This is an optimization exercise on Yosys and OpenROAD, whose aim is small area, a short achievable clock period and few clock cycles per item, not a production implementation. Function was checked by simulation only, so behaviour that the tests miss may differ from the original. No activity file was given, so power comes from the tool's default toggle rates.

==> flow/design.v <==
module mlp_sequencer #(
   parameter int N1        = 98,
   parameter int N2        = 10,
   parameter int W_K       = 4,
   parameter int W_X       = 8,
   parameter int W_OUT     = 16,
   parameter int ACT_SHIFT = 4,
   parameter int OUT_SHIFT = 8
) (
   input  logic                         clk,
   input  logic                         rstn,
   input  logic                         s_valid,
   output logic                         s_ready,
   input  logic [W_X-1:0]               s_data,
   output logic                         m_valid,
   input  logic                         m_ready,
   output logic [W_OUT-1:0]             m_data,
   output logic                         busy,
   output logic [1:0]                   w_sel,
   output logic [$clog2(N2+1)-1:0]      w_neuron,
   output logic [$clog2(N1/2+1)-1:0]    w_idx,
   input  logic [W_K-1:0]               w_data,
   output logic [W_K-1:0]               tanh_idx,
   input  logic [W_OUT-1:0]             tanh_data
);
   localparam int HALF   = N1 / 2;
   localparam int NEU_W  = $clog2(N2 + 1);
   localparam int IDX_W  = $clog2(N1 / 2 + 1);
   localparam int ACC1_W = W_X + W_K + $clog2(N1 + 2) - 1;    
   localparam int ACC2_W = W_OUT + W_K + $clog2(N2 + 1) - 1;  
   localparam int XW     = (W_OUT > W_X) ? W_OUT : W_X;
   localparam int TAP    = 1;    
   localparam logic signed [ACC1_W-1:0] T_MAX = ACC1_W'(2 ** (W_K - 1) - 1);
   localparam logic signed [ACC1_W-1:0] T_MIN = ACC1_W'(-(2 ** (W_K - 1)));
   logic                     r_l2;       
   logic                     r_out;      
   logic                     r_act;      
   logic [3:0]               r_pcnt;     
   logic                     r_first;    
   logic [1:0]               r_sel;
   logic [NEU_W-1:0]         r_neu;      
   logic [IDX_W-1:0]         r_idx;
   logic signed [XW-1:0]     r_x;        
   logic [ACC2_W-ACC1_W-1:0] r_yh;       
   logic                     r_m_valid;
   logic [N2*ACC1_W-1:0]     r_ring;
   logic                     r_mz, r_m2;  
   logic                     r_rdy;      
   logic                     r_neg0, r_one0, r_two0, r_neg1, r_one1, r_two1;
   logic                     w_bias, w_rdy, w_acc, w_last, w_mac, w_xld;
   logic [3:0]               w_pcnt;
   logic signed [XW-1:0]     w_x;
   logic [NEU_W-1:0]         w_neu_n;
   logic signed [ACC1_W-1:0] w_head, w_tap, w_sh;
   logic signed [ACC2_W-1:0] w_y;
   logic signed [ACC2_W-1:0] w_a, w_sum;
   logic [W_K-1:0]           w_t;
   assign w_head  = r_ring[ACC1_W-1:0];
   assign w_y     = {r_yh, r_ring[N2*ACC1_W-1 -: ACC1_W]};
   assign w_tap   = r_ring[TAP*ACC1_W +: ACC1_W];
   assign w_bias  = r_idx == IDX_W'(HALF);
   assign w_rdy   = r_rdy;
   assign w_acc   = s_valid && w_rdy;
   assign w_last  = r_pcnt == 4'd9;
   assign w_mac   = r_l2 || (!r_out && (r_act || w_bias || w_acc));
   always_comb begin
      if (r_l2 || r_out) w_pcnt = (r_pcnt == 4'd13) ? r_pcnt : r_pcnt + 1'b1;
      else if (!r_act) w_pcnt = 4'd1;
      else if (w_last && w_bias && r_sel != 2'd0) w_pcnt = '0;
      else w_pcnt = r_pcnt + 1'b1;
   end
   always_comb begin
      w_xld = 1'b1;
      w_x   = $signed(tanh_data);
      if (r_out) begin
         w_xld = r_pcnt == 4'd12;
         w_x   = XW'(w_y >>> OUT_SHIFT);
      end else if (!r_l2) begin
         w_xld = !r_act;
         w_x   = w_bias ? XW'(1) : XW'($signed(s_data));
      end else if (r_pcnt == 4'd10) begin
         w_x   = XW'(1);
      end
   end
   assign w_neu_n = (r_neu == NEU_W'(N2 - 1)) ? '0 : r_neu + 1'b1;
   assign s_ready  = rstn && w_rdy;
   assign busy     = rstn && !w_rdy;
   assign w_sel    = r_sel;
   assign w_neuron = r_neu;
   assign w_idx    = r_idx;
   assign tanh_idx = w_t;
   assign m_valid  = r_m_valid;
   assign m_data   = r_x;
   logic [XW:0]          b_x, b_x2, b_pp0, b_pp1;
   logic [ACC2_W-1:0]    c_r1, c_r2, c_s, c_c;
   assign b_x    = {r_x[XW-1], r_x};
   assign b_x2   = {r_x, 1'b0};
   assign b_pp0  = (({(XW+1){r_one0}} & b_x) | ({(XW+1){r_two0}} & b_x2)) ^ {(XW+1){r_neg0}};
   assign b_pp1  = (({(XW+1){r_one1}} & b_x) | ({(XW+1){r_two1}} & b_x2)) ^ {(XW+1){r_neg1}};
   assign w_a    = r_mz ? '0 : r_m2 ? w_y : ACC2_W'(w_head);
   assign c_r1   = {4'b1111, ~b_pp0[XW], b_pp0[XW], b_pp0[XW], b_pp0[XW-1:0]};
   assign c_r2   = {4'b0000, ~b_pp1[XW], b_pp1[XW-1:0], r_neg1, r_neg0};
   assign c_s    = w_a ^ c_r1 ^ c_r2;
   assign c_c    = (w_a & c_r1) | (w_a & c_r2) | (c_r1 & c_r2);
   logic [ACC2_W:0] c_sum;
   localparam int CPA_W = ACC2_W + 1;
   logic [CPA_W-1:0] k_a, k_b, k_g0, k_p0;
   logic [CPA_W-1:0] k_G, k_P;
   assign k_a  = {c_s, r_neg1};
   assign k_b  = {c_c[ACC2_W-2:0], r_neg1, r_neg1};
   assign k_g0 = k_a & k_b;
   assign k_p0 = k_a ^ k_b;
   always_comb begin
      k_G = k_g0;
      k_P = k_p0;
      for (int d = 1; d < CPA_W; d = d * 2)
         for (int i = 0; i < CPA_W; i++)
            if ((i / d) % 2 == 1) begin
               k_G[i] = k_G[i] | (k_P[i] & k_G[(i / d) * d - 1]);
               k_P[i] = k_P[i] & k_P[(i / d) * d - 1];
            end
   end
   assign c_sum  = k_p0 ^ {k_G[CPA_W-2:0], 1'b0};
   assign w_sum  = c_sum[ACC2_W:1];
   always_comb begin
      w_sh = w_tap >>> ACT_SHIFT;
      if (w_sh > T_MAX)      w_t = W_K'(2 ** W_K - 1);
      else if (w_sh < T_MIN) w_t = '0;
      else                   w_t = W_K'(w_sh) ^ W_K'(2 ** (W_K - 1));
   end
   always_ff @(posedge clk) begin
      r_ring <= {w_sum[ACC1_W-1:0], r_ring[N2*ACC1_W-1:ACC1_W]};
      r_neg0 <= w_mac & w_data[1];
      r_one0 <= w_mac & w_data[0];
      r_two0 <= w_mac & w_data[1] & ~w_data[0];
      r_neg1 <= w_mac & w_data[3] & ~(w_data[2] & w_data[1]);
      r_one1 <= w_mac & (w_data[2] ^ w_data[1]);
      r_two1 <= w_mac & ((w_data[3] & ~w_data[2] & ~w_data[1]) | (~w_data[3] & w_data[2] & w_data[1]));
      r_pcnt <= w_pcnt;
      r_mz   <= r_l2 ? r_pcnt == 4'd0 : r_first;
      r_m2   <= r_l2;
      if (w_xld) r_x <= w_x;
      r_yh   <= w_sum[ACC2_W-1:ACC1_W];
   end
   always_ff @(posedge clk) begin
      if (!rstn) begin
         r_l2      <= 1'b0;
         r_out     <= 1'b0;
         r_act     <= 1'b0;
         r_first   <= 1'b1;
         r_sel     <= '0;
         r_neu     <= '0;
         r_idx     <= '0;
         r_m_valid <= 1'b0;
         r_rdy     <= 1'b1;
      end else begin
         r_neu <= w_neu_n;
         if (r_out && r_pcnt == 4'd12) r_m_valid <= 1'b1;
         else if (m_ready) r_m_valid <= 1'b0;
         if (r_out) begin
            if (r_pcnt == 4'd13 && m_ready) begin
               r_out <= 1'b0;
               r_rdy <= 1'b1;
            end
         end else if (r_l2) begin
            r_idx <= IDX_W'(w_neu_n);
            if (r_pcnt == 4'd9) begin
               r_idx <= IDX_W'(N2);
            end else if (r_pcnt == 4'd10) begin
               r_l2    <= 1'b0;
               r_out   <= 1'b1;
               r_first <= 1'b1;
               r_sel   <= '0;
               r_idx   <= '0;
            end
         end else if (!r_act) begin
            if (w_bias) begin
               r_act <= 1'b1;
               r_rdy <= 1'b0;
            end else if (w_acc) begin
               if (|s_data) begin
                  r_act <= 1'b1;
                  r_rdy <= 1'b0;
               end else begin
                  r_idx <= r_idx + 1'b1;
                  r_rdy <= r_idx != IDX_W'(HALF - 1);
               end
            end
         end else if (w_last) begin
            r_act   <= 1'b0;
            r_first <= 1'b0;
            if (!w_bias) begin
               r_idx <= r_idx + 1'b1;
               r_rdy <= r_idx != IDX_W'(HALF - 1);
            end else if (r_sel == 2'd0) begin
               r_sel <= 2'd1;
               r_idx <= '0;
               r_rdy <= 1'b1;
            end else begin
               r_l2  <= 1'b1;
               r_sel <= 2'd2;
               r_idx <= IDX_W'(w_neu_n);
            end
         end
      end
   end
endmodule
Settings: LEC_CHECK=0, CAP_MARGIN=20, CORE_MARGIN=2, CORE_UTILIZATION=40, CTS_BUF_LIST=sky130_fd_sc_hd__clkbuf_16, CTS_CLUSTER_DIAMETER=150, CTS_CLUSTER_SIZE=28, PLACE_DENSITY=0.8, SETUP_SLACK_MARGIN=4.45, SLEW_MARGIN=20, TNS_END_PERCENT=20; clock period 8.0 ns.
standard.sh (not shown) runs the stock make flow with config.mk's settings and CLKGATE_MAP_FILE= SYNTH_SCRIPT=/design/flow/synth_recipe.tcl, a recipe that flattens the netlist after the stock synthesis.
==> flow/flow/run.sh <==
#!/bin/bash
# Standard layout with two changes: port buffers are plain buf_1 cells, and
# after placement the reset port buffer keeps only the gates of s_ready and
# busy, while a new buffer drives the rest of the reset net (flow/iso.tcl).
set -e
export BUFFER_PORTS_ARGS="-buffer_cell sky130_fd_sc_hd__buf_1"
bash standard.sh place > standard_place.log 2>&1
RES=$PWD/orfs/results/sky130hd/mlp_sequencer/base
RES=$RES OUT=$RES/3_place.odb openroad -no_init -exit flow/iso.tcl > iso.log 2>&1
bash standard.sh finish > standard_finish.log 2>&1
Other scripts of this flow, unchanged in this note and not shown: flow/flow/iso.tcl
Testbench counts at the start, summed over its fixed seeds: cycles 89,766, items 96.
Change:
- CTS_CLUSTER_DIAMETER: 150 -> 120
- CTS_CLUSTER_SIZE: 28 -> 25
- SETUP_SLACK_MARGIN: 4.45 -> 4.5
- TNS_END_PERCENT: 20 -> default
Effect: The changed run passed the timing, DRC and antenna checks; clock-buffer cell count stays the same; power grows by 1.6%; combinational power went up by 5.7%; critical path depth is unchanged; die area stays the same; non-clock buffer count grows by 4; setup slack is about the same; hold slack improved by 0.0044 ns; clock skew stays flat; synthesized cell count does not change.
Change:
- SETUP_SLACK_MARGIN: 4.5 -> 4.45
- TNS_END_PERCENT: default -> 5
Hold slack barely changes.
Worst setup slack degrades by 0.027 ns.
Non-clock buffer count fell by 2.
Wire length is higher by 0.45%.
Synthesized cell count is unchanged.
Synthesized area stays the same.
First-iteration DRC count came out lower by 4.9%.
Total power shrinks by about 0.44%.
Change:
- CTS_BUF_LIST: sky130_fd_sc_hd__clkbuf_16 -> sky130_fd_sc_hd__clkbuf_8 sky130_fd_sc_hd__clkbuf_16
- TNS_END_PERCENT: 5 -> 20
The new run finished with timing, DRC and antenna clean.
Cell area fell by 0.86%.
Power decreases by 1.2%.
Core utilization shrinks by 0.39 points.

==> what the ideal ports hide <==
Ports are ideal in the flow. The routed layouts listed here were re-timed in OpenROAD.
Step 1: set_driving_cell puts a clkbuf_16 on clk and a buf_2 on each other input, an assumption about the parent block.
Step 2 adds t to the input delays and takes it off the output delays; t is the mean of the earliest and latest rising clock arrival at the registers after step 1. Input paths then give back, and output paths get back, about the clock's delay inside the block.
Three values: no drivers, after step 1, after step 2; two values: the first two.
run | t (ns) | setup slack, ns | worst setup path after step 2 | clock arrival spread, ns
the first run | 0.518 | 4.432 / 4.384 / 4.384 | input to output | 0.028 / 0.027
the second run | 0.512 | 4.434 / 4.392 / 4.392 | input to output | 0.025 / 0.025
the third run | 0.508 | 4.407 / 4.351 / 4.351 | input to output | 0.024 / 0.023
the fourth run | 0.514 | 4.431 / 4.384 / 4.384 | input to output | 0.028 / 0.029
After both steps setup and hold are still met in every run listed. For the third run, which loses most, drivers alone change the setup slack by -0.056 ns; drivers and shift together by -0.056 ns.
